This design comes from an exercise in tuning for small area and a short achievable clock period on the open sky130 flow, not from production work. Where RTL was checked, it was by simulation tests only, not by an equivalence proof against the original. Only the layout flow was run in runs 1 and 2; the RTL was not checked for function there. Power figures rest on the tool's default switching activity, not on a simulated workload. The flow treats the clock pin as an ideal source, which a real chip does not have.

===== flow/config.mk =====
export PLATFORM = sky130hd
export DESIGN_NAME = led_scan_capture
export DESIGN_NICKNAME = led_scan_capture
export VERILOG_FILES = /design/flow/design.v
export SDC_FILE = /design/flow/constraint.sdc
export NUM_CORES = 4
export LEC_CHECK = 0
export CAP_MARGIN = 20
export CORE_MARGIN = 2
export CORE_UTILIZATION = 55
export SETUP_SLACK_MARGIN = 3.6
export SLEW_MARGIN = 20

===== flow/constraint.sdc =====
create_clock -name core_clock -period 6.0 [get_ports {Clock}]
set_input_delay 1.2000 -clock core_clock [delete_from_list [all_inputs] [get_ports {Clock}]]
set_output_delay 1.2000 -clock core_clock [all_outputs]
set_load 0.01 [all_outputs]

===== flow/design.v =====
package led_scan_pkg;
  localparam int unsigned NUM_ROWS = 16;
  localparam int unsigned ROW_BITS = 4;
  localparam int unsigned ROW_MSB  = 35;
  localparam int unsigned ROW_LSB  = 32;
  localparam int unsigned GRN_MSB  = 31;
  localparam int unsigned RED_MSB  = 15;
  typedef logic [15:0][15:0] pixel_frame_t;
  typedef enum logic {
    SEEK,
    CAPTURE
  } capture_state_t;
  function automatic logic [15:0] reverse16(input logic [15:0] v);
    logic [15:0] r;
    r = '0;
    for (int unsigned i = 0; i < 16; i++) begin
      r[i] = v[15-i];
    end
    reverse16 = r;
  endfunction
endpackage
module led_row_stabiliser
#(
  parameter int unsigned STABLE_CYCLES = 4
) (
  input  logic       clk_i,
  input  logic       rst_i,
  input  logic [3:0] row_i,
  output logic [3:0] row_o,
  output logic       row_q_o,
  output logic       row_q_n_o,
  output logic [3:0] row_d_o,
  output logic       row_q_d_o
);
  localparam int unsigned CW = (STABLE_CYCLES > 2) ? $clog2(STABLE_CYCLES) : 1;
  logic [3:0]    row_q;
  logic [3:0]    last_q;
  logic          last_vld_q;
  logic [CW-1:0] cnt_q;
  logic          qual_q;
  logic          qual_n_q;
  logic [3:0]    row_d;
  logic [3:0]    last_d;
  logic          last_vld_d;
  logic [CW-1:0] cnt_d;
  logic          qual_d;
  always_comb begin
    if (rst_i) begin
      row_d      = '0;
      last_d     = '0;
      last_vld_d = 1'b0;
      cnt_d      = '0;
    end else begin
      row_d      = row_i;
      last_d     = qual_q ? row_q : last_q;
      last_vld_d = last_vld_q || qual_q;
      if (row_i != row_q) begin
        cnt_d = '0;
      end else if (cnt_q < CW'(STABLE_CYCLES - 1)) begin
        cnt_d = cnt_q + CW'(1);
      end else begin
        cnt_d = cnt_q;
      end
    end
    qual_d = (cnt_d == CW'(STABLE_CYCLES - 1)) && (!last_vld_d || (row_d != last_d));
  end
  always_ff @(posedge clk_i) begin
    row_q      <= row_d;
    last_q     <= last_d;
    last_vld_q <= last_vld_d;
    cnt_q      <= cnt_d;
    qual_q     <= qual_d;
    qual_n_q   <= !qual_d;
  end
  assign row_o     = row_q;
  assign row_q_o   = qual_q;
  assign row_q_n_o = qual_n_q;
  assign row_d_o   = row_d;
  assign row_q_d_o = qual_d;
endmodule
module led_scan_capture
#(
  parameter int unsigned STABLE_CYCLES  = 4,
  parameter int unsigned TIMEOUT_CYCLES = 1048576
) (
  input  logic         Clock,
  input  logic         RST,
  input  logic [35:0]  GPIO_1,
  output logic [15:0][15:0] RedPixels,
  output logic [15:0][15:0] GrnPixels,
  output logic         frame_valid,
  output logic         frame_error,
  output logic         stalled,
  output logic [15:0]  frame_count
);
  localparam int unsigned IW = (TIMEOUT_CYCLES > 2) ? $clog2(TIMEOUT_CYCLES) : 1;
  logic [31:0] col_q;
  always_ff @(posedge Clock) col_q <= GPIO_1[31:0];
  logic [3:0] row;       
  logic       row_q;     
  logic       row_q_n;   
  logic [3:0] row_d;
  logic       row_q_d;
  led_row_stabiliser #(
    .STABLE_CYCLES(STABLE_CYCLES)
  ) u_stab (
    .clk_i    (Clock),
    .rst_i    (RST),
    .row_i    (GPIO_1[35:32]),
    .row_o    (row),
    .row_q_o  (row_q),
    .row_q_n_o(row_q_n),
    .row_d_o  (row_d),
    .row_q_d_o(row_q_d)
  );
  logic [15:0] red_rev;
  logic [15:0] grn_rev;
  always_comb begin
    for (int i = 0; i < 16; i++) begin
      red_rev[i] = col_q[15 - i];
      grn_rev[i] = col_q[31 - i];
    end
  end
  logic       state_q;       
  logic [3:0] exp_row_q;
  logic       state_d;
  logic [3:0] exp_row_d;
  logic       error_d;
  logic       row0;
  assign row0 = (row == 4'd0);
  always_comb begin
    state_d   = state_q;
    exp_row_d = exp_row_q;
    error_d   = 1'b0;
    if (RST) begin
      state_d   = 1'b0;
      exp_row_d = '0;
    end else if (row_q) begin
      if (!state_q) begin
        if (row0) begin
          state_d   = 1'b1;
          exp_row_d = 4'd1;
        end
      end else if (row0) begin
        error_d   = (exp_row_q != 4'd0);
        exp_row_d = 4'd1;
      end else if (row == exp_row_q) begin
        exp_row_d = exp_row_q + 4'd1;
      end else begin
        error_d = 1'b1;
        state_d = 1'b0;
      end
    end
  end
  logic commit_d;
  logic commit_q;
  logic keep_q;
  assign commit_d = row_q_d && (row_d == 4'd0) && state_d && (exp_row_d == 4'd0);
  always_ff @(posedge Clock) begin
    state_q   <= state_d;
    exp_row_q <= exp_row_d;
    commit_q  <= commit_d;
    keep_q    <= !commit_d;
  end
  always_ff @(posedge Clock) begin
    if (RST) begin
      frame_valid <= 1'b0;
      frame_error <= 1'b0;
      frame_count <= '0;
    end else begin
      frame_valid <= commit_q;
      frame_error <= error_d;
      if (commit_q) frame_count <= frame_count + 16'd1;
    end
  end
  logic [15:0][15:0] red_sh_q;
  logic [15:0][15:0] grn_sh_q;
  logic [15:0] sh_wr;
  logic [15:0] sh_keep;
  always_comb begin
    for (int r = 0; r < 16; r++) begin
      sh_wr[r]   = row_q && (row == 4'(r));
      sh_keep[r] = row_q_n || (row != 4'(r));
    end
  end
  always_ff @(posedge Clock) begin
    for (int r = 0; r < 16; r++) begin
      red_sh_q[r] <= (red_rev & {16{sh_wr[r]}}) | (red_sh_q[r] & {16{sh_keep[r]}});
      grn_sh_q[r] <= (grn_rev & {16{sh_wr[r]}}) | (grn_sh_q[r] & {16{sh_keep[r]}});
    end
  end
  logic ld;
  logic hold;
  assign ld   = commit_q && !RST;
  assign hold = keep_q && !RST;
  always_ff @(posedge Clock) begin
    RedPixels <= (red_sh_q & {256{ld}}) | (RedPixels & {256{hold}});
    GrnPixels <= (grn_sh_q & {256{ld}}) | (GrnPixels & {256{hold}});
  end
  logic [IW-1:0] idle_q;
  always_ff @(posedge Clock) begin
    if (RST || row_q) begin
      idle_q  <= '0;
      stalled <= 1'b0;
    end else begin
      idle_q  <= idle_q + IW'(1);
      stalled <= stalled || (idle_q == IW'(TIMEOUT_CYCLES - 1));
    end
  end
endmodule

===== flow/run.sh =====
#!/bin/bash
# synth_recipe.tcl (not shown) runs the flow's synth.tcl, then flattens the netlist and writes it again
# the make line also repeats each setting of config.mk as NAME=value (left out here)
make -C /OpenROAD-flow-scripts/flow DESIGN_CONFIG=/design/flow/config.mk WORK_HOME=/design/flow/orfs CLKGATE_MAP_FILE= SYNTH_SCRIPT=/design/flow/synth_recipe.tcl finish

==> results.txt, run 1 <==
status: finished clean
Psw: 0.002958 W
startpoint class of the critical path: input port
Min-Delay Startpoint: grn_sh_q[77]
Final #Nets: 3162
Final Cycle Share: 40.31%
WL per Instance: 25.65 µm
Die W: 252.3 µm
Final TNS setup: 0 ns
via count: 24.48k
Critical Path Start: RST
Syn Inst Count: 2684
Worst-path clk slew: 0.06 ns
endpoints failing setup: 0
Clock Latency Late Sink: 0.66 ns
top post-synthesis cells by area: dfxtp_1, a22o_1, clkbuf_1
most common cell after layout, fill and taps aside: a22o_1
GPL Wtd Cong: 0.7952
Setup crit end kind: flip-flop
switch share: 20.49%
global-route wire length before repair: 152900 µm
antenna violations before repair: 1
worst clock skew: 0.02152 ns
P&R area growth vs syn: 22.41%
sequential share of the synthesized area: 65.85%
pwr dens: 347.8 nW/µm²
CTS H-tree lvls: 3
port buffer count: 568
worst min path class: reg2reg
Pins Over Slew Limit: 0
Filler cells: 4630
leakage power total: 18.05 nW
post-route ant nets: 0
Post-DP HPWL: 63340 µm
final hold viol count: 0
Yosys Warn Count: 2
die height: 252.3 µm
most frequent cells in the layout: a22o_1, dfxtp_1, buf_2
CTS tree: built
clock tree buffer depth: 3
Worst Path Required: 6.58 ns
#FFs+latches synth: 1115
relative slew slack: 23.60%
max cap viols: 0
Post-synth EDFFs: 0
Setup CP Type: in2reg
Boundary Pins: 569
Synth area leader: dfxtp_1
Top FF cell, synth: dfxtp_1
clock sink total: 1115
largest net degree at the start of global routing: 172
std cell rows: 91
initial core utilization: 55.24%
Critical Path Fanout Max: 171
worst path arrival time: 3.00 ns
Comb power frac: 0.9%
Post-Syn Area: 33900 µm²
gr ovfl total: 0
clk root buf: clkbuf_16
vias in the first global route: 23.62k
worst r2r src: u_stab.qual_q
Clock Power Share: 47.1%
internal power: 0.01148 W
Synth async-reset ratio: 0%
core area: 61370 µm²
Fmax: 0.4134 GHz
Slew @ Worst Pin: 1.144 ns
Sequential Power Share: 52.0%
Netlist cell types: 46
share of layout cells above drive strength 1: 30.60%
Routed WL: 102500 µm
die area: 63640 µm²
area share of the largest cell type after synthesis: 65.85%
Post-Syn Area per Cell: 12.63 µm²
Final Util: 67.61%
# DRC: 0
Tot GR Track Use: 31.20%
CTS buffer count: 106
min Tclk post-route: 2.419 ns
VDD IR max: 306.7 µV
PnR Total Power: 0.01443 W
syn_nets: 2726
RSZ-0062 raised after global routing: yes
via/cell ratio: 6.126
1st-iter DRT viols: 1997
first drt pass iteration count: 5
## routing by layer
layer | up-vias | wire [µm] | track usage [%]
met5 | - | 16 | 0
met2 | 1007 | 48130 | 50.41
met3 | 188 | 7876 | 6.818
met1 | 12280 | 42680 | 41.29
met4 | 2 | 3773 | 11.43
li1 | 11000 | - | -
## repair_timing
| action | in CTS | in global routing |
|---|---|---|
| setup endpoints to repair | 1127 | 79 |
| setup buffers | 12 | 0 |
| pin swaps | 1 | 1 |
| resized for setup | 2364 | 76 |
| hold buffers | 0 | 0 |
| gates cloned | 2 | 0 |
## cells in the mapped netlist, types with 4 or more instances
cell	instances
dfxtp_1	1115
a22o_1	1024
clkbuf_1	251
nor2_1	59
buf_1	35
nand2_1	30
xor2_1	28
nand3_1	18
a21oi_1	10
xnor2_1	10
inv_1	9
nor2b_1	9
nand4_1	8
nor3_1	8
or3_1	8
o21ai_0	7
and3_1	6
mux2i_1	5
buf_2	4
ha_1	4
## cell type report
type	count	area, µm²	share of cell area, %
inverters	9	33.78	0.08141
clock inverters	32	372.9	0.8986
multi-input cells	1271	10560	25.44
flip-flops and latches	1115	22600	54.47
well taps	790	988.4	2.382
diodes	2	5.005	0.01206
repair buffers	617	3721	8.968
clock buffers	159	3216	7.749
## stage by stage
step | cell area (µm²) | hold WS (ns) | setup WS (ns) | cells
6_report | 41490 | 0.4559 | 3.581 | 3995
5_1_grt | 41490 | 0.4752 | 3.574 | 3993
3_5_place_dp | 39910 | 0.4385 | 1.843 | 3788
3_3_place_gp | 39910 | 0.4264 | 1.957 | 3788
2_1_floorplan | 33940 | 0.4174 | 3.519 | 2684
4_1_cts | 41290 | 0.4597 | 3.601 | 3993
## power groups by stage
| stage | Clock [W] | Sequential [W] | Combinational [W] |
|---|---|---|---|
| 2_1_floorplan | 0 | 0.00759 | 0.000121 |
| 3_3_place_gp | 0 | 0.00768 | 0.000119 |
| 3_5_place_dp | 0 | 0.00768 | 0.000122 |
| 4_1_cts | 0.00685 | 0.00751 | 0.000125 |
| 5_1_grt | 0.00717 | 0.00751 | 0.000135 |
| 6_report | 0.00680 | 0.00751 | 0.000127 |
## path summary, 6_finish.rpt
kind                    to  slack, ns  depth (start not counted)
max          RedPixels[67]       3.58                          4
min reg2reg  GrnPixels[77]       0.46                          1
min          GrnPixels[77]       0.46                          1
max reg2reg   red_sh_q[84]       3.71                          3
## sequential cells by signal, indices dropped and copies added, names as in the netlist, 2 cells and up
signal         cells
exp_row_q          4
col_q             32
u_stab.row_q       4
GrnPixels        256
grn_sh_q         256
frame_count       16
red_sh_q         256
RedPixels        256
u_stab.cnt_q       2
idle_q            20
u_stab.last_q      4
## critical path, stage by stage
cell and delay [ns]:
buf_4 0.22, nor2b_4 0.50, buf_12 0.58, a22o_1 0.24
## cells by family (layout without fill, tap and decap cells)
family	after synthesis	after routing	share of synthesized area, %
AO/OA/AOI/OAI	1055	1055	27.07
XOR/XNOR	38	38	0.9818
adder cells (fa/ha/maj)	4	4	0.1476
buffers and inverters	300	817	3.359
flip-flops	1115	1115	65.85
multiplexers	5	5	0.1476
other	0	2	0
AND/OR/NAND/NOR	167	169	2.443
==> run 2: changes to the inputs <==
--- a/flow/config.mk
+++ b/flow/config.mk
@@ -8,5 +8,6 @@
 export CAP_MARGIN = 20
 export CORE_MARGIN = 2
 export CORE_UTILIZATION = 55
+export CTS_BUF_LIST = sky130_fd_sc_hd__clkbuf_8
 export SETUP_SLACK_MARGIN = 3.6
 export SLEW_MARGIN = 20
==> run 2 against run 1 <==
Against the previous run:
- maximum frequency is 3.2% lower
- via count rose by 4.2%
- sequential share of layout area decreased by 4.4 points
- final area is 11% higher
- count of clock-buffer cells in the layout is 61 higher
- synthesized area stayed put
- first-iteration DRC count grew 6.4%
- wire length grew 2.5%
- global-route usage is 0.77 points higher
- critical path type is now reg2out
- register-to-register slack better by 0.02 ns
- utilization grew 7.5 points
==> results.txt, run 2 <==
PnR Total Power: 0.01369 W (-5.1%)
first drt pass iteration count: 5 (unchanged)
Pins Over Slew Limit: 0 (unchanged)
Post-Syn Area: 33900 µm² (unchanged)
# DRC: 0 (unchanged)
Tot GR Track Use: 31.97% (+0.77 points)
Syn Inst Count: 2684 (unchanged)
clock sink total: 1115 (unchanged)
Worst Path Required: 4.80 ns (-1.78 ns)
Synth async-reset ratio: 0% (unchanged)
VDD IR max: 209.3 µV (-32%)
Setup crit end kind: output pin
syn_nets: 2726 (unchanged)
Synth area leader: dfxtp_1
worst path arrival time: 1.30 ns (-1.70 ns)
clock tree buffer depth: 3 (unchanged)
CTS tree: built
Fmax: 0.4003 GHz (-3.2%)
leakage power total: 19.64 nW (+8.8%)
worst reg-to-reg setup slack: 3.73 ns (+0.02 ns)
gr ovfl total: 0 (unchanged)
min Tclk post-route: 2.498 ns (+0.07966 ns)
initial core utilization: 55.24% (unchanged)
share of layout cells above drive strength 1: 44.71% (+14 points)
most frequent cells in the layout: a22o_1, dfxtp_1, buf_6
CTS buffer count: 170 (+60%)
top post-synthesis cells by count: dfxtp_1, a22o_1, clkbuf_1
Top FF cell, synth: dfxtp_1
Setup CP Type: reg2out
std cell rows: 91 (unchanged)
Post-Syn Area per Cell: 12.63 µm² (unchanged)
startpoint class of the critical path: flip-flop
Max stage delay cell, worst path: dfxtp_4
#FFs+latches synth: 1115 (unchanged)
die height: 252.3 µm (unchanged)
post-route ant nets: 0 (unchanged)
port buffer count: 568 (unchanged)
PnR worst setup slack: 3.502 ns (-0.07966 ns)
Yosys Warn Count: 2 (unchanged)
1st-iter DRT viols: 2125 (+6.4%)
worst min path class: reg2reg
core area: 61370 µm² (unchanged)
Slew @ Worst Pin: 1.162 ns (+0.01727 ns)
Worst-path clk slew: 0.07 ns (about the same)
worst clock skew: 0.03012 ns (+0.008600 ns)
via/cell ratio: 5.976 (-2.4%)
Critical Path, Cell by Cell: buf_6
vias in the first global route: 25.00k (+5.8%)
Clock Latency Late Sink: 0.81 ns (+0.15 ns)
Final #Nets: 3396 (+7.4%)
Die W: 252.3 µm (unchanged)
sequential share of the synthesized area: 65.85% (unchanged)
antenna violations before repair: 2 (+1)
final hold viol count: 0 (unchanged)
Boundary Pins: 569 (unchanged)
endpoints failing setup: 0 (unchanged)
GPL Wtd Cong: 0.7952 (unchanged)
pwr dens: 296.9 nW/µm² (-15%)
Routed WL: 105000 µm (+2.5%)
Final Cycle Share: 41.64% (+1.3 points)
area share of the largest cell type after synthesis: 65.85% (unchanged)
status: finished clean
pre-CTS setup slack: 1.843 ns (unchanged)
Worst path top cell family by delay: flip-flops
max cap viols: 0 (unchanged)
P&R area growth vs syn: 36.03%
CP max stage delay: 0.36 ns (-0.22 ns)
Post-DP HPWL: 63340 µm (unchanged)
count leader, synth: dfxtp_1
top post-synthesis cells by area: dfxtp_1, a22o_1, clkbuf_1
Post-synth EDFFs: 0 (unchanged)
most common cell after layout, fill and taps aside: a22o_1
worst path bufs/invs: 1 (-1)
largest net degree at the start of global routing: 172 (unchanged)
Critical Path Fanout Max: 2 (-99%)
global-route wire length before repair: 155700 µm (+1.9%)
Netlist cell types: 46 (unchanged)
die area: 63640 µm² (unchanged)
RSZ-0062 raised after global routing: yes
WL per Instance: 24.60 µm (-4.1%)
relative slew slack: 22.45% (-1.2 points)
via count: 25.51k (+4.2%)
CTS H-tree lvls: 4 (+1)
clk root buf: clkbuf_8
Final TNS setup: 0 ns (unchanged)
[run 2: cell counts after synthesis]
Identical to the previous run, type by type.
[run 2: worst paths after layout]
| path | to | cells past startpoint | start |
|---|---|---|---|
| max reg2reg | keep_q | 7 | u_stab.row_q[0] |
| min | u_stab.cnt_q[0] | 1 | u_stab.cnt_q[0] |
| min reg2reg | u_stab.cnt_q[0] | 1 | u_stab.cnt_q[0] |
| max | GrnPixels[81] | 1 | GrnPixels[81] |
[run 2: power breakdown]
part / switching, W / internal (W) / total (W) / leakage, nW
clock: 0.00281 / 0.00326 / 0.00607 / 1.94
sequential: 0.000100 / 0.00740 / 0.00750 / 9.28
combinational: 0.0000878 / 0.0000382 / 0.000126 / 8.42
[run 2: routing by layer]
layer / track usage, % / up-vias / wire [µm]
li1: - / 11490 / -
met4: 13.36 / 4 / 3686
met3: 8.682 / 197 / 7856
met5: 0 / - / 100
met2: 51.75 / 1002 / 50250
met1: 40.47 / 12820 / 43100
[run 2: repair_timing]
action | 4_1_cts | 5_1_grt
cloned | 2 | 0
buffers inserted | 147 | 35
endpoints found under the setup margin | 1106 | 550
hold buffers | 0 | 0
pin swaps | 0 | 3
hold endpoints to repair | 0 | 0
resized for setup | 3402 | 24
[run 2: stage by stage]
step                instances  hold WS (ns)  util [%]  cell area [µm²]
floorplan                2684        0.4174         -            33940
global placement         3788        0.4264     65.03            39910
detailed placement       3788        0.4385     65.03            39910
CTS                      4231        0.4490     74.59            45770
global route             4267        0.4695     75.14            46110
finish                   4268        0.4488     75.14            46110
[run 2: logic make-up (layout without fill, tap and decap cells)]
logic type / count (synthesis) / after routing / synth area share (%)
AOI/OAI and AO/OA: 1055 / 1055 / 27.07
xor gates and xnor gates: 38 / 38 / 0.9818
adders and majority gates: 4 / 4 / 0.1476
buffers and inverters: 300 / 1090 / 3.359
DFF: 1115 / 1115 / 65.85
muxes: 5 / 5 / 0.1476
other: 0 / 2 / 0
and+or+nand+nor: 167 / 169 / 2.443
[run 2: layout make-up]
class                   instances  area (µm²)
flip-flops and latches       1115       23100
inverters                       9       33.78
clock inverters                74       317.8
diodes                          2       5.005
clock buffers                 220        3028
multi-input cells            1271       10570
repair buffers                787        8075
fillers                      4050       15260
well taps                     790       988.4
==> run 3: changes to the inputs <==
--- a/flow/design.v
+++ b/flow/design.v
@@ -28,7 +28,6 @@
   input  logic [3:0] row_i,
   output logic [3:0] row_o,
   output logic       row_q_o,
-  output logic       row_q_n_o,
   output logic [3:0] row_d_o,
   output logic       row_q_d_o
 );
@@ -38,7 +37,6 @@
   logic          last_vld_q;
   logic [CW-1:0] cnt_q;
   logic          qual_q;
-  logic          qual_n_q;
   logic [3:0]    row_d;
   logic [3:0]    last_d;
   logic          last_vld_d;
@@ -70,11 +68,9 @@
     last_vld_q <= last_vld_d;
     cnt_q      <= cnt_d;
     qual_q     <= qual_d;
-    qual_n_q   <= !qual_d;
   end
   assign row_o     = row_q;
   assign row_q_o   = qual_q;
-  assign row_q_n_o = qual_n_q;
   assign row_d_o   = row_d;
   assign row_q_d_o = qual_d;
 endmodule
@@ -98,7 +94,6 @@
   always_ff @(posedge Clock) col_q <= GPIO_1[31:0];
   logic [3:0] row;       
   logic       row_q;     
-  logic       row_q_n;   
   logic [3:0] row_d;
   logic       row_q_d;
   led_row_stabiliser #(
@@ -109,7 +104,6 @@
     .row_i    (GPIO_1[35:32]),
     .row_o    (row),
     .row_q_o  (row_q),
-    .row_q_n_o(row_q_n),
     .row_d_o  (row_d),
     .row_q_d_o(row_q_d)
   );
@@ -175,18 +169,12 @@
   end
   logic [15:0][15:0] red_sh_q;
   logic [15:0][15:0] grn_sh_q;
-  logic [15:0] sh_wr;
-  logic [15:0] sh_keep;
-  always_comb begin
-    for (int r = 0; r < 16; r++) begin
-      sh_wr[r]   = row_q && (row == 4'(r));
-      sh_keep[r] = row_q_n || (row != 4'(r));
-    end
-  end
   always_ff @(posedge Clock) begin
     for (int r = 0; r < 16; r++) begin
-      red_sh_q[r] <= (red_rev & {16{sh_wr[r]}}) | (red_sh_q[r] & {16{sh_keep[r]}});
-      grn_sh_q[r] <= (grn_rev & {16{sh_wr[r]}}) | (grn_sh_q[r] & {16{sh_keep[r]}});
+      if (row_q && (row == 4'(r))) begin
+        red_sh_q[r] <= red_rev;
+        grn_sh_q[r] <= grn_rev;
+      end
     end
   end
   logic ld;
--- a/flow/config.mk
+++ b/flow/config.mk
@@ -7,7 +7,5 @@
 export LEC_CHECK = 0
 export CAP_MARGIN = 20
 export CORE_MARGIN = 2
-export CORE_UTILIZATION = 55
-export CTS_BUF_LIST = sky130_fd_sc_hd__clkbuf_8
-export SETUP_SLACK_MARGIN = 3.6
+export CORE_UTILIZATION = 40
 export SLEW_MARGIN = 20
==> run 3 against run 2 <==
Against the previous run:
- via count decreased by 24%
- die area increased by 37%
- synthesized cell count decreased by 26%
- first-iteration DRC count decreased by 29%
- sequential cell count decreased by 1
- clock skew increased by 0.0079 ns
- clock power increased by 17%
- sequential share of layout area increased by 11 points
- critical path depth increased by 4
- register-to-register slack got worse by 0.61 ns
==> results.txt, run 3 <==
GPL Wtd Cong: 0.8119 (+2.1%)
Post-CTS Setup Inserts: 0 (-100%)
Max Used Layer: met5
Min-Delay Startpoint: red_sh_q[74]
count leader, synth: dfxtp_1
leakage power total: 15.71 nW (-20%)
adder-cell share of the synthesized area: 0.1480% (+0.00035 points)
hold-fix buffers at CTS: 0 (unchanged)
simple-gate share of the synthesized area: 2.268% (-0.18 points)
Clock Latency Late Sink: 0.68 ns (-0.13 ns)
1st-iter DRT viols: 1519 (-29%)
largest net degree at the start of global routing: 120 (-30%)
Post-Syn Area: 33820 µm² (-0.24%)
Synth area leader: edfxtp_1
clk root buf: clkbuf_16
RSZ-0062 raised after global routing: no
port buffer count: 568 (unchanged)
most common cell after layout, fill and taps aside: dfxtp_1
syn_nets: 2026 (-26%)
Metal-1 WL: 37020 µm (-14%)
worst r2r src: u_stab.qual_q
area share of the largest cell type after synthesis: 45.46% (-20 points)
CTS buffer count: 111 (-35%)
metal2 WL: 48560 µm (-3.4%)
clock tree buffer depth: 3 (unchanged)
Boundary Pins: 569 (unchanged)
Worst-path clk slew: 0.06 ns (about the same)
max cap viols: 0 (unchanged)
Top FF cell, synth: dfxtp_1
relative slew slack: 22.93% (+0.49 points)
global-route wire length before repair: 134500 µm (-14%)
vias in the first global route: 19.33k (-23%)
final hold viol count: 0 (unchanged)
Post-Syn Area per Cell: 17.05 µm² (+35%)
VDD IR max: 248.2 µV (+19%)
Filler cells: 6634 (+64%)
Synth Area in XOR/XNOR: 1.062% (+0.080 points)
#FFs+latches synth: 1114 (-0.090%)
pwr dens: 339.9 nW/µm² (+14%)
WL per Instance: 24.69 µm (+0.37%)
Setup CP Type: in2reg
core area: 83690 µm² (+36%)
P&R area growth vs syn: 32.99%
initial core utilization: 40.41% (-15 points)
Fmax: 0.2936 GHz (-27%)
antenna violations before repair: 5 (+3)
Netlist cell types: 46 (unchanged)
via count: 19.43k (-24%)
share of layout cells above drive strength 1: 9.257% (-35 points)
Die W: 294.8 µm (+17%)
worst path arrival time: 4.01 ns (+2.71 ns)
CTS H-tree lvls: 3 (-1)
worst clock skew: 0.03797 ns (+0.007855 ns)
Critical Path Fanout Max: 51 (+49)
post-synthesis mux area share: 0.1480% (+0.00035 points)
gr ovfl total: 0 (unchanged)
first drt pass iteration count: 5 (unchanged)
top post-synthesis cells by area: edfxtp_1, dfxtp_1, a22o_1
worst min path class: reg2reg
Routed WL: 94180 µm (-10%)
Post-DP HPWL: 59900 µm (-5.4%)
min Tclk post-route: 3.406 ns (+0.9071 ns)
post-synthesis compound-gate area fraction: 13.72% (-13 points)
Tot GR Track Use: 21.05% (-11 points)
final instance area: 44980 µm² (-2.5%)
Setup crit end kind: flip-flop
most frequent cells in the layout: dfxtp_1, clkdlybuf4s50_1, a22o_1, edfxtp_1, clkbuf_16
via/cell ratio: 5.093 (-15%)
status: finished clean
largest family of logic cells by synthesized area: compound AO/OA/AOI/OAI gates
Post-synth EDFFs: 512 (+512)
CTS tree: built
Yosys Warn Count: 2 (unchanged)
Slew @ Worst Pin: 1.154 ns (-0.007289 ns)
die height: 294.8 µm (+17%)
die area: 86890 µm² (+37%)
post-route ant nets: 0 (unchanged)
Pins Over Slew Limit: 0 (unchanged)
Met3 Wirelength: 5392 µm (-31%)
Synth async-reset ratio: 0% (unchanged)
Final #Nets: 2622 (-23%)
worst hold path stage count: 1 (unchanged)
# DRC: 0 (unchanged)
Syn Inst Count: 1984 (-26%)
Worst Path Required: 6.60 ns (+1.80 ns)
Final TNS setup: 0 ns (unchanged)
top post-synthesis cells by count: dfxtp_1, a22o_1, edfxtp_1
Critical Path Start: RST
startpoint class of the critical path: input port
clock sink total: 1114 (-0.090%)
Final Cycle Share: 56.76% (+15 points)
std cell rows: 106 (+16%)
R2R cell count: 7 (unchanged)
Cell Area, Placed: 41140 µm² (+3.1%)
cts repair resizes: 0 (-100%)
sequential share of the synthesized area: 81.10% (+15 points)
endpoints failing setup: 0 (unchanged)
[run 3: worst max-delay path: stages]
cell and delay, ns:
clkdlybuf4s50_1 0.90, nor2b_4 0.77, buf_12 0.31, buf_4 0.53
a22o_1 0.24
[run 3: cells by family after synthesis]
family	Yosys count
AO/OA/AOI/OAI	536
XOR/XNOR	41
adder cells (fa/ha/maj)	4
buffers and inverters	134
flip-flops	1114
multiplexers	5
AND/OR/NAND/NOR	150
[run 3: report_power, final]
part / total [W] / switching (W) / internal [W]
Clock: 0.00711 / 0.00291 / 0.00420
Sequential: 0.00803 / 0.0000830 / 0.00795
Combinational: 0.000151 / 0.000110 / 0.0000416
Total: 0.0153 / 0.00310 / 0.0122
[run 3: worst paths after layout]
check / to / slack (ns)
max reg2reg: keep_q / 3.12
min: RedPixels[74] / 0.42
max: RedPixels[48] / 2.59
min reg2reg: RedPixels[74] / 0.42
[run 3: area by class of cell]
cell class	count	area [µm²]	share of cell area [%]
Antenna cell	1	2.502	0.005564
Clock buffer	163	3206	7.127
Clock inverter	49	628.1	1.396
Inverter	6	27.53	0.06120
Multi-Input combinational cell	736	5986	13.31
Sequential cell	1114	27440	61.00
Tap cell	1134	1419	3.155
Timing Repair Buffer	611	6274	13.95
[run 3: metal layers]
metal	vias to the layer above	track usage, %
met5	-	0
li1	8867	-
met1	9807	25.36
met2	604	36.75
met3	146	4.577
met4	2	8.089
[run 3: per-stage QoR]
| step | std cells | utilization, % | hold WS [ns] | setup WS (ns) | total power (W) |
|---|---|---|---|---|---|
| 2_1_floorplan | 1984 | - | 0.4074 | 2.573 | 0.008205 |
| 3_3_place_gp | 3594 | 48.92 | 0.4202 | 2.054 | 0.008342 |
| 3_5_place_dp | 3601 | 49.16 | 0.4315 | 1.926 | 0.008347 |
| 4_1_cts | 3813 | 53.74 | 0.4231 | 2.641 | 0.01541 |
| 5_1_grt | 3813 | 53.74 | 0.4453 | 2.418 | 0.01575 |
| 6_report | 3814 | 53.74 | 0.4185 | 2.594 | 0.01529 |
==> run 4: changes to the inputs <==
--- a/flow/design.v
+++ b/flow/design.v
@@ -28,6 +28,7 @@
   input  logic [3:0] row_i,
   output logic [3:0] row_o,
   output logic       row_q_o,
+  output logic       row_q_n_o,
   output logic [3:0] row_d_o,
   output logic       row_q_d_o
 );
@@ -37,6 +38,7 @@
   logic          last_vld_q;
   logic [CW-1:0] cnt_q;
   logic          qual_q;
+  logic          qual_n_q;
   logic [3:0]    row_d;
   logic [3:0]    last_d;
   logic          last_vld_d;
@@ -68,9 +70,11 @@
     last_vld_q <= last_vld_d;
     cnt_q      <= cnt_d;
     qual_q     <= qual_d;
+    qual_n_q   <= !qual_d;
   end
   assign row_o     = row_q;
   assign row_q_o   = qual_q;
+  assign row_q_n_o = qual_n_q;
   assign row_d_o   = row_d;
   assign row_q_d_o = qual_d;
 endmodule
@@ -94,6 +98,7 @@
   always_ff @(posedge Clock) col_q <= GPIO_1[31:0];
   logic [3:0] row;       
   logic       row_q;     
+  logic       row_q_n;   
   logic [3:0] row_d;
   logic       row_q_d;
   led_row_stabiliser #(
@@ -104,6 +109,7 @@
     .row_i    (GPIO_1[35:32]),
     .row_o    (row),
     .row_q_o  (row_q),
+    .row_q_n_o(row_q_n),
     .row_d_o  (row_d),
     .row_q_d_o(row_q_d)
   );
@@ -149,7 +155,11 @@
   logic commit_d;
   logic commit_q;
   logic keep_q;
-  assign commit_d = row_q_d && (row_d == 4'd0) && state_d && (exp_row_d == 4'd0);
+  if (STABLE_CYCLES >= 2) begin : g_commit
+    assign commit_d = row_q_d && (row_d == 4'd0) && state_q && (exp_row_q == 4'd0);
+  end else begin : g_commit
+    assign commit_d = row_q_d && (row_d == 4'd0) && state_d && (exp_row_d == 4'd0);
+  end
   always_ff @(posedge Clock) begin
     state_q   <= state_d;
     exp_row_q <= exp_row_d;
@@ -169,12 +179,18 @@
   end
   logic [15:0][15:0] red_sh_q;
   logic [15:0][15:0] grn_sh_q;
-  always_ff @(posedge Clock) begin
+  logic [15:0] sh_wr;
+  logic [15:0] sh_keep;
+  always_comb begin
     for (int r = 0; r < 16; r++) begin
-      if (row_q && (row == 4'(r))) begin
-        red_sh_q[r] <= red_rev;
-        grn_sh_q[r] <= grn_rev;
-      end
+      sh_wr[r]   = row_q && (row == 4'(r));
+      sh_keep[r] = row_q_n || (row != 4'(r));
+    end
+  end
+  always_ff @(posedge Clock) begin
+    for (int r = 0; r < 16; r++) begin
+      red_sh_q[r] <= (red_rev & {16{sh_wr[r]}}) | (red_sh_q[r] & {16{sh_keep[r]}});
+      grn_sh_q[r] <= (grn_rev & {16{sh_wr[r]}}) | (grn_sh_q[r] & {16{sh_keep[r]}});
     end
   end
   logic ld;
==> flow/flow/run.sh (new file) <==
#!/bin/bash
# Own layout flow: the standard ORFS flow, with the port buffers made
# from plain buffers instead of the default delay cells and no dummy loads
# added to the clock tree. Every make output goes to flow_make.log here;
# ORFS's per-step logs stay under orfs/logs/.
set -euo pipefail
bash standard.sh finish \
  BUFFER_PORTS_ARGS="-buffer_cell sky130_fd_sc_hd__buf_2" \
  CTS_ARGS="-sink_clustering_enable -repair_clock_nets -dont_use_dummy_load" \
  > flow_make.log 2>&1
==> flow/standard.sh (new file) <==
#!/bin/bash
# synth_recipe.tcl (not shown) runs the flow's synth.tcl, then flattens the netlist and writes it again
# the make line also repeats each setting of config.mk as NAME=value (left out here)
make -C /OpenROAD-flow-scripts/flow DESIGN_CONFIG=/design/flow/config.mk WORK_HOME=/design/flow/orfs CLKGATE_MAP_FILE= SYNTH_SCRIPT=/design/flow/synth_recipe.tcl "${@:-finish}"
--- a/flow/config.mk
+++ b/flow/config.mk
@@ -7,5 +7,7 @@
 export LEC_CHECK = 0
 export CAP_MARGIN = 20
 export CORE_MARGIN = 2
-export CORE_UTILIZATION = 40
+export CORE_UTILIZATION = 55
+export CTS_BUF_LIST = sky130_fd_sc_hd__clkbuf_8
+export SETUP_SLACK_MARGIN = 3.6
 export SLEW_MARGIN = 20
removed: flow/run.sh
==> run 4 against run 3 <==
Against the previous run:
- count of clock-buffer cells in the layout shrank 55
- largest cell class unchanged
- sequential power down 6.4%
- non-clock buffer count decreased by 2
- critical path type is now reg2reg
==> results.txt, run 4 <==
Tot GR Track Use: 31.15% (+10 points)
Synth area leader: dfxtp_1
Pins Over Slew Limit: 0 (unchanged)
CP max stage delay: 0.94 ns (+0.04 ns)
worst path arrival time: 3.17 ns (-0.84 ns)
Die W: 252.8 µm (-14%)
Setup crit end kind: flip-flop
core area: 61480 µm² (-27%)
Netlist cell types: 49 (+6.5%)
RSZ-0062 raised after global routing: yes
switch share: 20.52% (+0.23 points)
leakage power total: 17.47 nW (+11%)
die area: 63920 µm² (-26%)
area share of the largest cell type after synthesis: 65.55% (+20 points)
Clock Power Share: 42.6% (-3.9 points)
Top FF cell, synth: dfxtp_1
final hold viol count: 0 (unchanged)
endpoints failing setup: 0 (unchanged)
multi-input logic area: 10730 µm² (+79%)
Post-synth EDFFs: 0 (-100%)
VDD IR max: 229.0 µV (-7.7%)
top post-synthesis cells by area: dfxtp_1, a22o_1, clkbuf_1
most frequent cells in the layout: dfxtp_1, a22o_1, buf_2
# DRC: 0 (unchanged)
Worst path top cell family by delay: simple AND/OR/NAND/NOR gates
count leader, synth: dfxtp_1
share of layout cells above drive strength 1: 26.45% (+17 points)
Clock Latency Late Sink: 0.67 ns (about the same)
GPL Wtd Cong: 0.8395 (+3.4%)
Critical Path, Cell by Cell: nand3_1, nor2_4, a22o_1
internal power: 0.01059 W (-13%)
Final Cycle Share: 43.19% (-14 points)
Final TNS setup: 0 ns (unchanged)
Sequential Power Share: 56.5% (+4.0 points)
Synth async-reset ratio: 0% (unchanged)
post-route ant nets: 0 (unchanged)
Filler cells: 4772 (-28%)
die height: 252.8 µm (-14%)
Fmax: 0.3859 GHz (+31%)
Setup CP Type: reg2reg
worst min path class: reg2reg
Critical Path Fanout Max: 32 (-37%)
worst clock skew: 0.05635 ns (+0.01838 ns)
startpoint class of the critical path: flip-flop
Post-Syn Area: 34050 µm² (+0.69%)
worst path bufs/invs: 0 (-3)
via count: 24.51k (+26%)
pwr dens: 329.8 nW/µm² (-3.0%)
sequential share of the synthesized area: 65.55% (-16 points)
port buffer count: 568 (unchanged)
CTS buffer count: 108 (-2.7%)
Yosys Warn Count: 2 (unchanged)
#FFs+latches synth: 1115 (+0.090%)
largest net degree at the start of global routing: 206 (+72%)
clock sink total: 1115 (+0.090%)
syn_nets: 2739 (+35%)
Slew @ Worst Pin: 1.161 ns (+0.006319 ns)
Worst Path Required: 6.58 ns (-0.02 ns)
clk root buf: clkbuf_16
relative slew slack: 22.51% (-0.42 points)
global-route wire length before repair: 151000 µm (+12%)
1st-iter DRT viols: 2107 (+39%)
status: finished clean
most common cell after layout, fill and taps aside: dfxtp_1
Routed WL: 104900 µm (+11%)
clock tree buffer depth: 3 (unchanged)
first drt pass iteration count: 5 (unchanged)
gr ovfl total: 0 (unchanged)
top post-synthesis cells by count: dfxtp_1, a22o_1, clkbuf_1
initial core utilization: 55.38% (+15 points)
Max stage delay cell, worst path: nor2_4
std cell rows: 91 (-14%)
Post-DP HPWL: 64630 µm (+7.9%)
hold-fix buffers at CTS: 0 (unchanged)
Post-Syn Area per Cell: 12.63 µm² (-26%)
CTS H-tree lvls: 3 (unchanged)
Syn Inst Count: 2697 (+36%)
min Tclk post-route: 2.591 ns (-0.8144 ns)
antenna violations before repair: 4 (-1)
vias in the first global route: 22.77k (+18%)
via/cell ratio: 6.247 (+23%)
P&R area growth vs syn: 18.61%
CTS tree: built
Final #Nets: 3175 (+21%)
Final Util: 65.69% (+12 points)
Boundary Pins: 569 (unchanged)
WL per Instance: 26.74 µm (+8.3%)
Worst-path clk slew: 0.05 ns (about the same)
Psw: 0.002733 W (-12%)
register area: 22430 µm² (-18%)
max cap viols: 0 (unchanged)
Comb power frac: 0.9% (about the same)
## run 4: worst paths after layout
path	startpoint	endpoint	slack (ns)	cells after the start
setup / recovery	u_stab.row_q[0]	red_sh_q[115]	3.41	3
hold / removal	u_stab.cnt_q[0]	u_stab.cnt_q[0]	0.45	1
setup reg to reg	u_stab.row_q[0]	red_sh_q[115]	3.41	3
hold reg to reg	u_stab.cnt_q[0]	u_stab.cnt_q[0]	0.45	1
## run 4: cell families after synthesis
group | after synthesis | synth area share, %
DFF | 1115 | 65.55
AOI/OAI and AO/OA | 1054 | 26.90
buffers and inverters | 298 | 3.550
and+or+nand+nor | 184 | 2.745
xor gates and xnor gates | 35 | 0.9002
muxes | 7 | 0.2058
adders and majority gates | 4 | 0.1470
## run 4: layout make-up
type | count | area share (%)
multi-input cells | 1290 | 26.56
repair buffers | 609 | 8.661
diodes | 2 | 0.01239
flip-flops and latches | 1115 | 55.54
well taps | 790 | 2.447
inverters | 9 | 0.08364
clock buffers | 108 | 6.691
## run 4: repair_timing
| action | CTS | global route |
|---|---|---|
| setup endpoints to repair | 662 | 541 |
| gates cloned | 3 | 4 |
| resized for setup | 58 | 117 |
| pin swaps | 2 | 3 |
| buffers inserted | 10 | 0 |
## run 4: worst register-to-register path: cells and delay by family (launching register included)
| kind | cells | cell delay [ns] |
|---|---|---|
| and+or+nand+nor | 2 | 1.49 |
| DFF | 1 | 0.80 |
| AOI/OAI and AO/OA | 1 | 0.27 |
## run 4: power groups by stage
stage | sequential, W | clock (W) | combinational [W]
floorplan | 0.00759 | 0 | 0.000122
global placement | 0.00769 | 0 | 0.000113
detailed placement | 0.00769 | 0 | 0.000115
CTS | 0.00753 | 0.00574 | 0.000122
global route | 0.00752 | 0.00602 | 0.000134
finish | 0.00752 | 0.00567 | 0.000125
## run 4: layer usage
| metal | up-vias | global-route usage [%] | part of all wire, % |
|---|---|---|---|
| met3 | 192 | 7.432 | 7.8 |
| li1 | 11000 | - | - |
| met4 | 4 | 12.31 | 3.7 |
| met1 | 12350 | 41.93 | 43 |
| met5 | - | 0 | 0.029 |
| met2 | 968 | 48.49 | 46 |
## run 4: per-stage QoR
stage               cell area (µm²)  instances  setup WS (ns)  total power, W  hold slack [ns]
floorplan                     34050       2697          3.707        0.007712           0.4091
global placement              37110       3796          2.480        0.007801           0.4188
detailed placement            37110       3796          2.396        0.007803           0.4342
CTS                           40090       3917          3.490         0.01339           0.4409
global route                  40390       3921          3.334         0.01367           0.4664
finish                        40390       3923          3.409         0.01332           0.4538
==> run 5: changes to the inputs <==
--- a/flow/config.mk
+++ b/flow/config.mk
@@ -9,5 +9,5 @@
 export CORE_MARGIN = 2
 export CORE_UTILIZATION = 55
 export CTS_BUF_LIST = sky130_fd_sc_hd__clkbuf_8
-export SETUP_SLACK_MARGIN = 3.6
+export SETUP_SLACK_MARGIN = 3.8
 export SLEW_MARGIN = 20
==> run 5 against run 4 <==
Against the previous run:
- still clean
- utilization grew 8.8 points
- sequential power shrank 0.7%
- clock power shrank 0.7%
- count of clock-buffer cells in the layout shrank 2
==> results.txt, run 5 <==
status: finished clean
Setup crit end kind: flip-flop
most common cell after layout, fill and taps aside: a22o_1
antenna violations before repair: 9 (+5)
relative slew slack: 16.48% (-6.0 points)
Setup CP Type: in2reg
share of layout cells above drive strength 1: 45.48% (+19 points)
count leader, synth: dfxtp_1
Pins Over Slew Limit: 0 (unchanged)
Final TNS setup: 0 ns (unchanged)
Synth area leader: dfxtp_1
gr ovfl total: 0 (unchanged)
post-route ant nets: 0 (unchanged)
Routed WL: 111700 µm (+6.5%)
via count: 25.75k (+5.1%)
Worst-path clk slew: 0.05 ns (about the same)
Worst Path Required: 6.57 ns (about the same)
port buffer count: 568 (unchanged)
Yosys Warn Count: 2 (unchanged)
sequential share of the synthesized area: 65.55% (unchanged)
worst min path class: reg2reg
vias in the first global route: 25.09k (+10%)
top post-synthesis cells by area: dfxtp_1, a22o_1, clkbuf_1
global-route wire length before repair: 162200 µm (+7.4%)
Final Cycle Share: 39.32% (-3.9 points)
Netlist cell types: 49 (unchanged)
Post-synth EDFFs: 0 (unchanged)
CTS buffer count: 106 (-1.9%)
worst clock skew: 0.04671 ns (-0.009645 ns)
top post-synthesis cells by count: dfxtp_1, a22o_1, clkbuf_1
clock tree buffer depth: 3 (unchanged)
Final #Nets: 3410 (+7.4%)
Slew @ Worst Pin: 1.251 ns (+0.09027 ns)
hold-fix buffers at CTS: 0 (unchanged)
Post-Syn Area per Cell: 12.63 µm² (unchanged)
#FFs+latches synth: 1115 (unchanged)
via/cell ratio: 6.193 (-0.87%)
WL per Instance: 26.87 µm (+0.49%)
Boundary Pins: 569 (unchanged)
endpoints failing setup: 0 (unchanged)
Syn Inst Count: 2697 (unchanged)
clk root buf: clkbuf_16
Fmax: 0.4239 GHz (+9.8%)
core area: 61480 µm² (unchanged)
VDD IR max: 223.9 µV (-2.2%)
RSZ-0062 raised after global routing: yes
max cap viols: 0 (unchanged)
Die W: 252.8 µm (unchanged)
first drt pass iteration count: 5 (unchanged)
initial core utilization: 55.38% (unchanged)
# DRC: 0 (unchanged)
GPL Wtd Cong: 0.8166 (-2.7%)
min Tclk post-route: 2.359 ns (-0.2322 ns)
Top FF cell, synth: dfxtp_1
P&R area growth vs syn: 34.58%
die height: 252.8 µm (unchanged)
Critical Path Fanout Max: 238 (+640%)
PnR Total Power: 0.01329 W (-0.23%)
Post-Syn Area: 34050 µm² (unchanged)
final hold slack: 0.4318 ns (-0.02201 ns)
startpoint class of the critical path: input port
leakage power total: 19.26 nW (+10%)
die area: 63920 µm² (unchanged)
syn_nets: 2739 (unchanged)
PnR worst setup slack: 3.641 ns (+0.2322 ns)
area share of the largest cell type after synthesis: 65.55% (unchanged)
CTS tree: built
final hold viol count: 0 (unchanged)
pre-CTS setup slack: 2.590 ns (+0.1942 ns)
Tot GR Track Use: 33.54% (+2.4 points)
Clock Latency Late Sink: 0.66 ns (about the same)
Post-DP HPWL: 67230 µm (+4.0%)
Synth async-reset ratio: 0% (unchanged)
std cell rows: 91 (unchanged)
1st-iter DRT viols: 2065 (-2.0%)
clock sink total: 1115 (unchanged)
largest net degree at the start of global routing: 239 (+16%)
CTS H-tree lvls: 3 (unchanged)
most frequent cells in the layout: a22o_1, dfxtp_1, buf_6
pwr dens: 290.0 nW/µm² (-12%)
worst path arrival time: 2.93 ns (-0.24 ns)
==> run 5: changes by cell type in the layout (fill, tap and decap cells not counted), sizes merged <==
| cell | before | now |
|---|---|---|
| bufbuf | 0 | 2 |
| buf | 607 | 845 |
| clkbuf | 110 | 106 |
| nand3 | 18 | 19 |
| nor2 | 71 | 69 |
==> run 5: what timing repair did <==
item                                    4_1_cts  5_1_grt
pin swaps                                     2        2
cloned                                        5        2
endpoints found under the setup margin     1206     1008
resized for setup                          1280       17
buffers inserted                            172       54
==> run 5: final timing paths <==
kind	start	to	slack, ns	cells past startpoint
max reg2reg	u_stab.row_q[1]	grn_sh_q[172]	3.84	4
min reg2reg	u_stab.cnt_q[0]	u_stab.cnt_q[0]	0.43	1
min	u_stab.cnt_q[0]	u_stab.cnt_q[0]	0.43	1
max	RST	RedPixels[163]	3.64	4
==> run 5: critical path: stages <==
cell	delay [ns]
buf_4	0.24
nor2b_4	0.30
buf_16	0.59
a22o_1	0.31
==> run 5: metrics by stage <==
| step | util [%] | cells | area (µm²) |
|---|---|---|---|
| global route | 74.53 | 4156 | 45820 |
| global placement | 60.53 | 3817 | 37210 |
| finish | 74.53 | 4158 | 45830 |
| detailed placement | 60.53 | 3817 | 37220 |
| floorplan | - | 2697 | 34180 |
| CTS | 73.75 | 4100 | 45340 |
==> run 5: layout make-up <==
class / count / area [µm²]
Sequential cell: 1115 / 23050
Fill cell: 3979 / 15660
Multi-Input combinational cell: 1289 / 10720
Timing Repair Buffer: 847 / 8382
Clock buffer: 106 / 2653
Tap cell: 790 / 988.4
Inverter: 9 / 33.78
Antenna cell: 2 / 5.005
==> run 5: metal layers <==
metal  vias up  share of wire, %  GRT usage, %
met2      1069                46         53.24
li1      11430                 -             -
met4         4               4.5         14.07
met3       243               8.5         8.655
met1     13000                41         43.54
met5         -             0.024             0
==> run 5: power breakdown <==
group / leakage (nW) / switching [W] / internal (W)
Sequential: 9.27 / 0.0000642 / 0.00741
Clock: 1.31 / 0.00255 / 0.00308
Combinational: 8.68 / 0.000150 / 0.0000325
==> run 5: kinds of logic after synthesis <==
family                   Yosys count  share of synthesized area [%]
flip-flops                      1115                          65.55
AO/OA/AOI/OAI                   1054                          26.90
buffers and inverters            298                          3.550
AND/OR/NAND/NOR                  184                          2.745
XOR/XNOR                          35                         0.9002
multiplexers                       7                         0.2058
adder cells (fa/ha/maj)            4                         0.1470
==> run 6: changes to the inputs <==
==> flow/flow/run.sh (replaced) <==
#!/bin/bash
# Own layout flow: the standard ORFS flow, with plain buffers on the
# ports, no dummy loads in the clock tree and a fanout limit for the
# placement-stage buffering. Make's output goes to flow_make.log here;
# ORFS's per-step logs stay under orfs/logs/.
set -euo pipefail
bash standard.sh finish \
  BUFFER_PORTS_ARGS="-buffer_cell sky130_fd_sc_hd__buf_2" \
  PRE_RESIZE_TCL="$PWD/flow/pre_resize.tcl" \
  CTS_ARGS="-sink_clustering_enable -repair_clock_nets -dont_use_dummy_load" \
  > flow_make.log 2>&1
==> flow/flow/pre_resize.tcl (new file) <==
set_max_fanout 16 [current_design]
--- a/flow/config.mk
+++ b/flow/config.mk
@@ -8,6 +8,5 @@
 export CAP_MARGIN = 20
 export CORE_MARGIN = 2
 export CORE_UTILIZATION = 55
-export CTS_BUF_LIST = sky130_fd_sc_hd__clkbuf_8
-export SETUP_SLACK_MARGIN = 3.8
+export SETUP_SLACK_MARGIN = 3.6
 export SLEW_MARGIN = 20
==> run 6 against run 5 <==
Against the previous run:
- synthesized cell count stayed put
- die area did not move
- sequential share of layout area grew 4.0 points
- hold slack gained 0.0080 ns
- sequential cell count is the same
- synthesized area unchanged
- still clean
- sequential power up 0.8%
- global-route usage is 0.27 points lower
- count of clock-buffer cells in the layout grew 1
==> results.txt, run 6 <==
Worst Path Required: 6.57 ns (about the same)
worst path bufs/invs: 5 (+3)
Setup crit end kind: flip-flop
Synth async-reset ratio: 0% (unchanged)
Boundary Pins: 569 (unchanged)
Syn Inst Count: 2697 (unchanged)
1st-iter DRT viols: 2077 (+0.58%)
Setup CP Type: in2reg
final hold viol count: 0 (unchanged)
via count: 25.16k (-2.3%)
Worst path top cell family by delay: buffers and inverters
total instance count after detailed placement: 3936 (+3.1%)
Die W: 252.8 µm (unchanged)
share of layout cells above drive strength 1: 27.27% (-18 points)
port buffer count: 568 (unchanged)
Fmax: 0.4193 GHz (-1.1%)
die area: 63920 µm² (unchanged)
max cap viols: 0 (unchanged)
register area: 22380 µm² (-2.9%)
Final TNS setup: 0 ns (unchanged)
Synth area leader: dfxtp_1
Post-DP HPWL: 75320 µm (+12%)
clk root buf: clkbuf_16
Final Cycle Share: 39.75% (+0.43 points)
Worst-path clk slew: 0.05 ns (about the same)
crit-path most repeated cell: buf_4
largest net degree at the start of global routing: 17 (-93%)
top post-synthesis cells by area: dfxtp_1, a22o_1, clkbuf_1
post-route ant nets: 0 (unchanged)
Post-synth EDFFs: 0 (unchanged)
pwr dens: 323.5 nW/µm² (+12%)
min Tclk post-route: 2.385 ns (+0.02594 ns)
WL per Instance: 27.16 µm (+1.1%)
final hold slack: 0.4399 ns (+0.008037 ns)
CP max stage delay: 0.45 ns (-0.14 ns)
pre-CTS setup slack: -1.040 ns (-3.630 ns)
antenna violations before repair: 5 (-4)
area share of the largest cell type after synthesis: 65.55% (unchanged)
Slew @ Worst Pin: 1.155 ns (-0.09580 ns)
Post-Syn Area: 34050 µm² (unchanged)
status: finished clean
most common cell after layout, fill and taps aside: dfxtp_1
relative slew slack: 22.88% (+6.4 points)
Clock Latency Late Sink: 0.65 ns (about the same)
#FFs+latches synth: 1115 (unchanged)
CTS H-tree lvls: 3 (unchanged)
clock tree buffer depth: 3 (unchanged)
vias in the first global route: 24.25k (-3.3%)
Clock Power Share: 42.4% (about the same)
Filler cells: 4722 (+19%)
core area: 61480 µm² (unchanged)
Comb power frac: 1.1% (-0.3 points)
top post-synthesis cells by count: dfxtp_1, a22o_1, clkbuf_1
internal power: 0.01058 W (+0.50%)
P&R area growth vs syn: 21.01%
Max stage delay cell, worst path: clkdlybuf4s18_2
final cell count without fillers: 4048 (-2.6%)
sequential share of the synthesized area: 65.55% (unchanged)
die height: 252.8 µm (unchanged)
PnR worst setup slack: 3.615 ns (-0.02594 ns)
GPL Wtd Cong: 0.8395 (+2.8%)
Pins Over Slew Limit: 0 (unchanged)
Post-Syn Area per Cell: 12.63 µm² (unchanged)
global-route wire length before repair: 161100 µm (-0.70%)
Sequential Power Share: 56.5% (+0.3 points)
Yosys Warn Count: 2 (unchanged)
Tot GR Track Use: 33.26% (-0.27 points)
# DRC: 0 (unchanged)
clock sink total: 1115 (unchanged)
multi-input logic area: 10650 µm² (-0.64%)
endpoints failing setup: 0 (unchanged)
worst path arrival time: 2.95 ns (+0.02 ns)
switch share: 20.64% (-0.18 points)
initial core utilization: 55.38% (unchanged)
RSZ-0062 raised after global routing: yes
std cell rows: 91 (unchanged)
first drt pass iteration count: 5 (unchanged)
count leader, synth: dfxtp_1
worst clock skew: 0.03313 ns (-0.01358 ns)
most frequent cells in the layout: dfxtp_1, a22o_1, buf_2
gr ovfl total: 0 (unchanged)
worst min path class: reg2reg
via/cell ratio: 6.214 (+0.35%)
Netlist cell types: 49 (unchanged)
Routed WL: 109900 µm (-1.6%)
syn_nets: 2739 (unchanged)
Critical Path Fanout Max: 16 (-93%)
VDD IR max: 254.3 µV (+14%)
startpoint class of the critical path: input port
CTS buffer count: 107 (+0.94%)
Final #Nets: 3300 (-3.2%)
Top FF cell, synth: dfxtp_1
Critical Path, Cell by Cell: buf_4, nor2b_4, buf_12, clkdlybuf4s18_2, buf_4, clkbuf_4, a22o_1
leakage power total: 18.24 nW (-5.3%)
Psw: 0.002750 W (-0.57%)
Final Util: 67.02% (-7.5 points)
CTS tree: built
## run 6: cell counts after synthesis
Identical to the previous run, type by type.
## run 6: per-stage QoR
stage / power [W] / cell area (µm²)
after floorplan: 0.007712 / 34050
after global placement: 0.007801 / 37110
after detailed placement: 0.007836 / 38510
after CTS: 0.01338 / 41030
after global routing: 0.01368 / 41200
final: 0.01333 / 41200
## run 6: worst paths after layout
path                            slack, ns               to             from  depth (start not counted)
worst max-delay path                 3.62    GrnPixels[68]              RST                          7
worst min-delay path                 0.44  u_stab.cnt_q[0]  u_stab.cnt_q[0]                          1
worst max register to register       3.66    red_sh_q[165]  u_stab.row_q[1]                          5
worst min register to register       0.44  u_stab.cnt_q[0]  u_stab.cnt_q[0]                          1
## run 6: kinds of logic after synthesis
logic type,synth area share (%)
xor+xnor,0.9002
simple gates,2.745
fa+ha+maj,0.1470
flops,65.55
mux,0.2058
compound gates,26.90
buf+inv,3.550
## run 6: power by group through the flow
stage	Combinational [W]	Sequential, W	Clock [W]
after floorplan	0.000122	0.00759	0
after global placement	0.000113	0.00769	0
after detailed placement	0.000148	0.00769	0
after CTS	0.000145	0.00753	0.00571
after global routing	0.000157	0.00752	0.00600
final	0.000146	0.00753	0.00565
## run 6: area by class of cell
type,instances,area share [%]
tap,790,2.399
sequential,1115,54.32
clock buffer,107,6.498
multi-input combinational,1284,25.84
antenna,2,0.01215
timing repair buffer,741,10.85
inverter,9,0.08199
## run 6: per-layer routing
metal	up-vias	track usage (%)	wire (µm)
met5	-	0	30
met4	4	11.53	3750
met3	199	6.754	8108
met2	1003	53.34	51170
met1	12700	44.87	46870
li1	11250	-	-
## run 6: timing repair
action | CTS | global route
buffers inserted | 0 | 3
pin swaps | 0 | 2
hold buffers | 0 | 0
setup endpoints to repair | 1079 | 677
gates resized for setup | 518 | 152
==> run 7: changes to the inputs <==
--- a/flow/flow/run.sh
+++ b/flow/flow/run.sh
@@ -7,5 +7,5 @@
 bash standard.sh finish \
   BUFFER_PORTS_ARGS="-buffer_cell sky130_fd_sc_hd__buf_2" \
   PRE_RESIZE_TCL="$PWD/flow/pre_resize.tcl" \
-  CTS_ARGS="-sink_clustering_enable -repair_clock_nets -dont_use_dummy_load" \
+  CTS_ARGS="-sink_clustering_enable -repair_clock_nets -dont_use_dummy_load -sink_clustering_size 30 -sink_clustering_max_diameter 100" \
   > flow_make.log 2>&1
==> flow/flow/pre_resize.tcl (replaced) <==
set_max_fanout 16 [current_design]
set_dont_use {sky130_fd_sc_hd__dlygate* sky130_fd_sc_hd__dlymetal* sky130_fd_sc_hd__clkdlybuf*}
==> run 7 against run 6 <==
Against the previous run:
- critical path depth is 6 lower
- highest routed layer unchanged
- sequential share of layout area is 2.7 points higher
- non-clock buffer count is 2 higher
- first-iteration DRC count is 2.3% higher
- final area is 4.6% lower
- sequential power hardly changed
- die area stayed put
- synthesized area stayed put
- register-to-register slack hardly changed
- sequential cell count stayed put
- hold slack better by 0.0083 ns
==> results.txt, run 7 <==
Critical Path Fanout Max: 2 (-14)
Post-Syn Area per Cell: 12.63 µm² (unchanged)
Worst path top cell family by delay: flip-flops
Max stage delay cell, worst path: dfxtp_1
Fmax: 0.4193 GHz (about the same)
Synth area leader: dfxtp_1
relative slew slack: 23.35% (+0.47 points)
global-route wire length before repair: 158300 µm (-1.7%)
port buffer count: 568 (unchanged)
Clock Latency Late Sink: 0.61 ns (-0.04 ns)
top post-synthesis cells by area: dfxtp_1, a22o_1, clkbuf_1
Top FF cell, synth: dfxtp_1
WP depth: 1 (-6)
Post-DP HPWL: 75040 µm (-0.37%)
Synth async-reset ratio: 0% (unchanged)
GPL Wtd Cong: 0.8395 (unchanged)
worst path arrival time: 1.19 ns (-1.76 ns)
switch share: 21.36% (+0.73 points)
CTS buffer count: 43 (-60%)
CP max stage delay: 0.37 ns (-0.08 ns)
vias in the first global route: 23.45k (-3.3%)
Slew @ Worst Pin: 1.148 ns (-0.007103 ns)
Netlist cell types: 49 (unchanged)
Final Cycle Share: 39.75% (about the same)
die height: 252.8 µm (unchanged)
WL per Instance: 27.13 µm (-0.11%)
pre-CTS setup slack: 0.6669 ns (+1.707 ns)
VDD IR max: 197.4 µV (-22%)
PnR worst setup slack: 3.615 ns (-0.0003300 ns)
CTS H-tree lvls: 2 (-1)
die area: 63920 µm² (unchanged)
#FFs+latches synth: 1115 (unchanged)
top post-synthesis cells by count: dfxtp_1, a22o_1, clkbuf_1
Tot GR Track Use: 32.57% (-0.70 points)
Boundary Pins: 569 (unchanged)
# DRC: 0 (unchanged)
via count: 24.91k (-1.0%)
hold-fix buffers at CTS: 0 (unchanged)
Worst-path clk slew: 0.11 ns (+0.06 ns)
Critical Path, Cell by Cell: buf_2
std cell rows: 91 (unchanged)
syn_nets: 2739 (unchanged)
post-route ant nets: 0 (unchanged)
first drt pass iteration count: 7 (+2)
max cap viols: 0 (unchanged)
Post-synth EDFFs: 0 (unchanged)
worst clock skew: 0.06396 ns (+0.03083 ns)
count leader, synth: dfxtp_1
core area: 61480 µm² (unchanged)
leakage power total: 17.11 nW (-6.2%)
Setup crit end kind: output pin
pwr dens: 283.4 nW/µm² (-12%)
Sequential Power Share: 67.5% (+11 points)
Syn Inst Count: 2697 (unchanged)
Worst Path Required: 4.80 ns (-1.77 ns)
clock tree buffer depth: 3 (unchanged)
Psw: 0.002379 W (-13%)
initial core utilization: 55.38% (unchanged)
gr ovfl total: 0 (unchanged)
status: finished clean
Post-Syn Area: 34050 µm² (unchanged)
Setup CP Type: reg2out
clk root buf: clkbuf_16
min Tclk post-route: 2.385 ns (+0.0003300 ns)
Yosys Warn Count: 2 (unchanged)
worst path bufs/invs: 1 (-4)
RSZ-0062 raised after global routing: yes
via/cell ratio: 6.250 (+0.57%)
largest net degree at the start of global routing: 31 (+14)
Clock Power Share: 31.2% (-11 points)
internal power: 0.008759 W (-17%)
Die W: 252.8 µm (unchanged)
1st-iter DRT viols: 2125 (+2.3%)
worst min path class: reg2reg
antenna violations before repair: 6 (+1)
startpoint class of the critical path: flip-flop
clock sink total: 1115 (unchanged)
Comb power frac: 1.3% (+0.2 points)
Final #Nets: 3238 (-1.9%)
sequential share of the synthesized area: 65.55% (unchanged)
worst hold path stage count: 1 (unchanged)
final hold viol count: 0 (unchanged)
area share of the largest cell type after synthesis: 65.55% (unchanged)
P&R area growth vs syn: 15.40%
share of layout cells above drive strength 1: 26.46% (-0.82 points)
endpoints failing setup: 0 (unchanged)
CTS tree: built
most frequent cells in the layout: dfxtp_1, a22o_1, buf_2
R2R cell count: 6 (+1)
Pins Over Slew Limit: 0 (unchanged)
Routed WL: 108100 µm (-1.7%)
Final TNS setup: 0 ns (unchanged)
most common cell after layout, fill and taps aside: dfxtp_1
## run 7: per-layer routing
metal  share of wire (%)  GRT usage [%]
met5               0.036              0
met3                 7.8          6.322
met1                  42          44.28
met2                  46          51.78
met4                 4.1          11.85
## run 7: per-stage QoR
stage                     std cells  hold slack [ns]  instance area (µm²)  power, W  utilization (%)
final                          3985           0.4482                39290   0.01114            63.91
after global routing           3984           0.4777                39290   0.01146            63.91
after CTS                      3982           0.4504                39120   0.01118            63.62
after detailed placement       3938           0.4320                37660  0.007817            61.26
after global placement         3796           0.4188                37110  0.007801            60.35
after floorplan                2697           0.4091                34050  0.007712                -
## run 7: cell type report
type                       instances  area, µm²
timing repair buffer             743       4151
tap                              790      988.4
clock buffer                      43       1076
multi-input combinational       1284      10640
inverter                           9      33.78
fill                            4947      22190
antenna                            1      2.502
sequential                      1115      22400
## run 7: cells by family (layout without fill, tap and decap cells)
kind of cell | Yosys count | after routing | synth area share (%)
XOR/XNOR | 35 | 35 | 0.9002
other | 0 | 1 | 0
adder cells (fa/ha/maj) | 4 | 4 | 0.1470
AND/OR/NAND/NOR | 184 | 184 | 2.745
AO/OA/AOI/OAI | 1054 | 1054 | 26.90
buffers and inverters | 298 | 795 | 3.550
multiplexers | 7 | 7 | 0.2058
flip-flops | 1115 | 1115 | 65.55
## run 7: final timing paths
check	start	to	slack, ns
max reg2reg	u_stab.row_q[2]	grn_sh_q[181]	3.66
min	u_stab.cnt_q[0]	u_stab.cnt_q[0]	0.45
min reg2reg	u_stab.cnt_q[0]	u_stab.cnt_q[0]	0.45
max	GrnPixels[83]	GrnPixels[83]	3.61
## run 7: repair_timing
| item | CTS | global route |
|---|---|---|
| setup buffers | 1 | 2 |
| resized for setup | 263 | 110 |
| endpoints found under the setup margin | 983 | 467 |
| pin swaps | 0 | 2 |
| endpoints found under the hold margin | 0 | 0 |
## run 7: power by group through the flow
stage	combinational [W]	clock (W)	sequential (W)
global route	0.000154	0.00378	0.00752
global placement	0.000113	0	0.00769
detailed placement	0.000130	0	0.00769
finish	0.000144	0.00347	0.00752
CTS	0.000140	0.00352	0.00752
floorplan	0.000122	0	0.00759

==> port drivers added, routing unchanged <==
Ports are ideal in the flow. The routed layouts listed here were re-timed in OpenROAD.
Step 1 sets driving cells, clkbuf_16 on the clock port and buf_2 on the other inputs (assumed; they add their load-dependent delay and slew).
Step 2 also shifts input and output timing later by t, the mid clock arrival at the registers, as if the neighbouring blocks saw the same clock.
Slacks: ideal ports / drivers / drivers and shift; pairs: ideal ports / drivers.
| run | t, ns | slack for setup (ns) | worst setup path at the end | pins driven straight from the clock port |
|---|---|---|---|---|
| run 1 | 0.715 | 3.581 / 3.557 / 2.912 | input to register | 1 |
| run 2 | 0.845 | 3.502 / 3.449 / 2.787 | input to register | 1 |
| run 3 | 0.725 | 2.594 / 2.634 / 1.909 | input to register | 1 |
| run 4 | 0.710 | 3.409 / 3.409 / 2.921 | input to register | 1 |
| run 5 | 0.700 | 3.641 / 3.597 / 2.987 | input to register | 1 |
| run 6 | 0.700 | 3.615 / 3.553 / 2.955 | input to register | 1 |
| run 7 | 0.655 | 3.615 / 3.547 / 3.028 | input to register | 1 |
After both steps setup and hold are still met in every run listed. The setup slack of run 2, which loses most, moves by -0.053 ns with the drivers and by -0.715 ns with both steps.
